Source: an optimization exercise on an open RTL-to-GDS flow (aim: small area). Production flows keep margins and buffers that such runs may drop. In this exercise RTL edits were held to simulation tests only and were not proved equivalent to the original. Power figures rest on the tool's default switching activity, not on a simulated workload.

==> v20 <==
// exec_unit
module exec_unit (
	input  logic        clk,
	input  logic        rst,
	input  logic        hold,
	input  logic [4:0]  mode,
	input  logic [1:0]  sub_mode,
	input  logic        rw,
	input  logic [31:0] x1,
	input  logic [31:0] x2,
	input  logic [4:0]  m_num,
	input  logic [4:0]  l_num,
	input  logic [3:0]  y1_sel,
	input  logic [1:0]  y2_sel,
	input  logic [31:0] tag_addr_in,
	input  logic [7:0]  tag_flags_in,
	input  logic        irq_in_valid,
	input  logic [7:0]  irq_in_num,
	output logic [31:0] y1,
	output logic [31:0] y2,
	output logic [3:0]  y1_channel,
	output logic [1:0]  y2_channel,
	output logic [31:0] tag_addr_out,
	output logic [7:0]  tag_flags_out,
	output logic        irq_out_valid,
	output logic [7:0]  irq_out_num
);
export LEC_CHECK = 0
export CAP_MARGIN = 20
export CORE_MARGIN = 2
export CORE_UTILIZATION = 45
export GPL_TIMING_DRIVEN = 0
export SETUP_SLACK_MARGIN = 0.4
export SLEW_MARGIN = 20
create_clock -name core_clock -period 5.0 [get_ports {clk}]
standard.sh (not shown) runs the stock make flow with config.mk's settings and CLKGATE_MAP_FILE= SYNTH_SCRIPT=/design/flow/synth_recipe.tcl, a recipe that flattens the netlist after the stock synthesis.
==> flow/flow/run.sh <==
#!/bin/bash
# Standard ORFS layout with three changes: synthesis maps with an area-oriented ABC script
# (synth_area.tcl wraps synth_recipe.tcl, registers untouched), ports get buf_1 buffers, and
# the clock tree uses clkbuf_8 buffers without dummy loads or wider clock wires. The rotator
# module rot32 is mapped onto inverting mux gates (see synth_area.tcl).
# make's full output goes to layout.log here; ORFS keeps each step's log under orfs/logs.
set -euo pipefail
W=$PWD
export AREA_ABC_SCRIPT=$W/flow/area.abc
export FLOW_SYNTH_TCL=$W/synth_recipe.tcl
export ROT_ABC_SCRIPT=$W/flow/rot.abc
export ROT_LIB=$W/rot_cells.lib
python3 $W/flow/rot_lib.py $FLOW_HOME/platforms/sky130hd/lib/sky130_fd_sc_hd__tt_025C_1v80.lib $ROT_LIB
bash standard.sh \
	"SYNTH_SCRIPT=$W/flow/synth_area.tcl" \
	"SYNTH_KEEP_MODULES=rot32" \
	"BUFFER_PORTS_ARGS=-buffer_cell sky130_fd_sc_hd__buf_1" \
	"CTS_ARGS=-sink_clustering_enable -repair_clock_nets -sink_clustering_size 30 -buf_list sky130_fd_sc_hd__clkbuf_8 -dont_use_dummy_load -apply_ndr none" \
	${FW_TARGETS:-finish} > layout.log 2>&1
==> flow/flow/area.abc <==
strash
dch -f
amap
topo
stime -c
==> flow/flow/rot.abc <==
strash
dch -f
amap
topo
==> flow/flow/rot_lib.py <==
# Writes a liberty file holding only the cells the rotator may be mapped onto, cut from the
# platform library: python3 rot_lib.py PLATFORM_LIB OUT_LIB
import re
import sys

text = open(sys.argv[1]).read()
start = text.index('\n    cell (')
parts = re.split(r'(?=\n    cell \()', text[start:])
keep = [p for p in parts
        if re.match(r'\n    cell \("?sky130_fd_sc_hd__(o22ai_1|inv_1|nand2_1|nor2_1)"?\)', p)]
open(sys.argv[2], 'w').write(text[:start] + ''.join(keep) + '\n}\n')
==> flow/flow/synth_area.tcl <==
# The standard synthesis (synth_recipe.tcl, registers untouched) with two mapping changes:
# the top module is mapped with an area-oriented ABC script (area.abc), and the rotator module
# rot32, kept apart until synth_recipe.tcl flattens the design, is mapped first onto inverting
# mux gates only (rot_cells.lib: o22ai, inv, nand2, nor2 cut from the platform library).
set ::area_abc_script $::env(AREA_ABC_SCRIPT)
set ::rot_abc_script $::env(ROT_ABC_SCRIPT)
set ::rot_lib $::env(ROT_LIB)
proc abc {args} {
  set i [lsearch -exact $args -script]
  if { $i >= 0 } {
    lset args [expr { $i + 1 }] $::area_abc_script
  }
  yosys abc -script $::rot_abc_script -liberty $::rot_lib rot32
  yosys abc {*}$args $::env(DESIGN_NAME)
}
source $::env(FLOW_SYNTH_TCL)
==> v33 (differences from v20) <==
--- a/flow/flow/run.sh
+++ b/flow/flow/run.sh
@@ -5,2 +5,3 @@
 # module rot32 is mapped onto inverting mux gates (see synth_area.tcl).
+# Floorplan only removes synthesis buffers (REMOVE_ABC_BUFFERS) instead of repairing timing there.
 # make's full output goes to layout.log here; ORFS keeps each step's log under orfs/logs.
@@ -16,2 +17,3 @@
 	"SYNTH_KEEP_MODULES=rot32" \
+	"REMOVE_ABC_BUFFERS=1" \
 	"BUFFER_PORTS_ARGS=-buffer_cell sky130_fd_sc_hd__buf_1" \
==> run summary <==
Against v33, the register-to-register slack of v20 is lower by 0.11 ns. Of v20 and v33, v20 has the higher utilization (gap 0.20 points). In v20 the power is higher than in v33, by about 0.8%. In v33 the worst hold slack is worse than in v20, by 0.0030 ns. Synthesized cell count is the same in v33 and v20.

==> port drivers added, routing unchanged <==
The flow's constraints put no driver on any port. The routed layouts listed below were extracted and timed again, unchanged, in two steps. Step 1, drivers: a clkbuf_16 drives clk and a buf_2 each remaining input, both assumed. Step 2 adds t to the input delays and takes it off the output delays; t is the mean of the earliest and latest rising clock arrival at the registers after step 1. Input paths then give back, and output paths get back, about the clock's delay inside the block. a / b / c = ideal / step 1 / step 2; a / b = the first two.
run	t (ns)	slack for setup (ns)	worst setup path after step 2
v20	0.497	0.477 / 0.498 / 0.000	input to register
v33	0.499	0.439 / 0.465 / -0.034	input to register
With both steps, setup timing fails in v33, where it was met with ideal ports. For v20, which loses most, drivers alone change the setup slack by +0.021 ns; drivers and shift together by -0.477 ns.
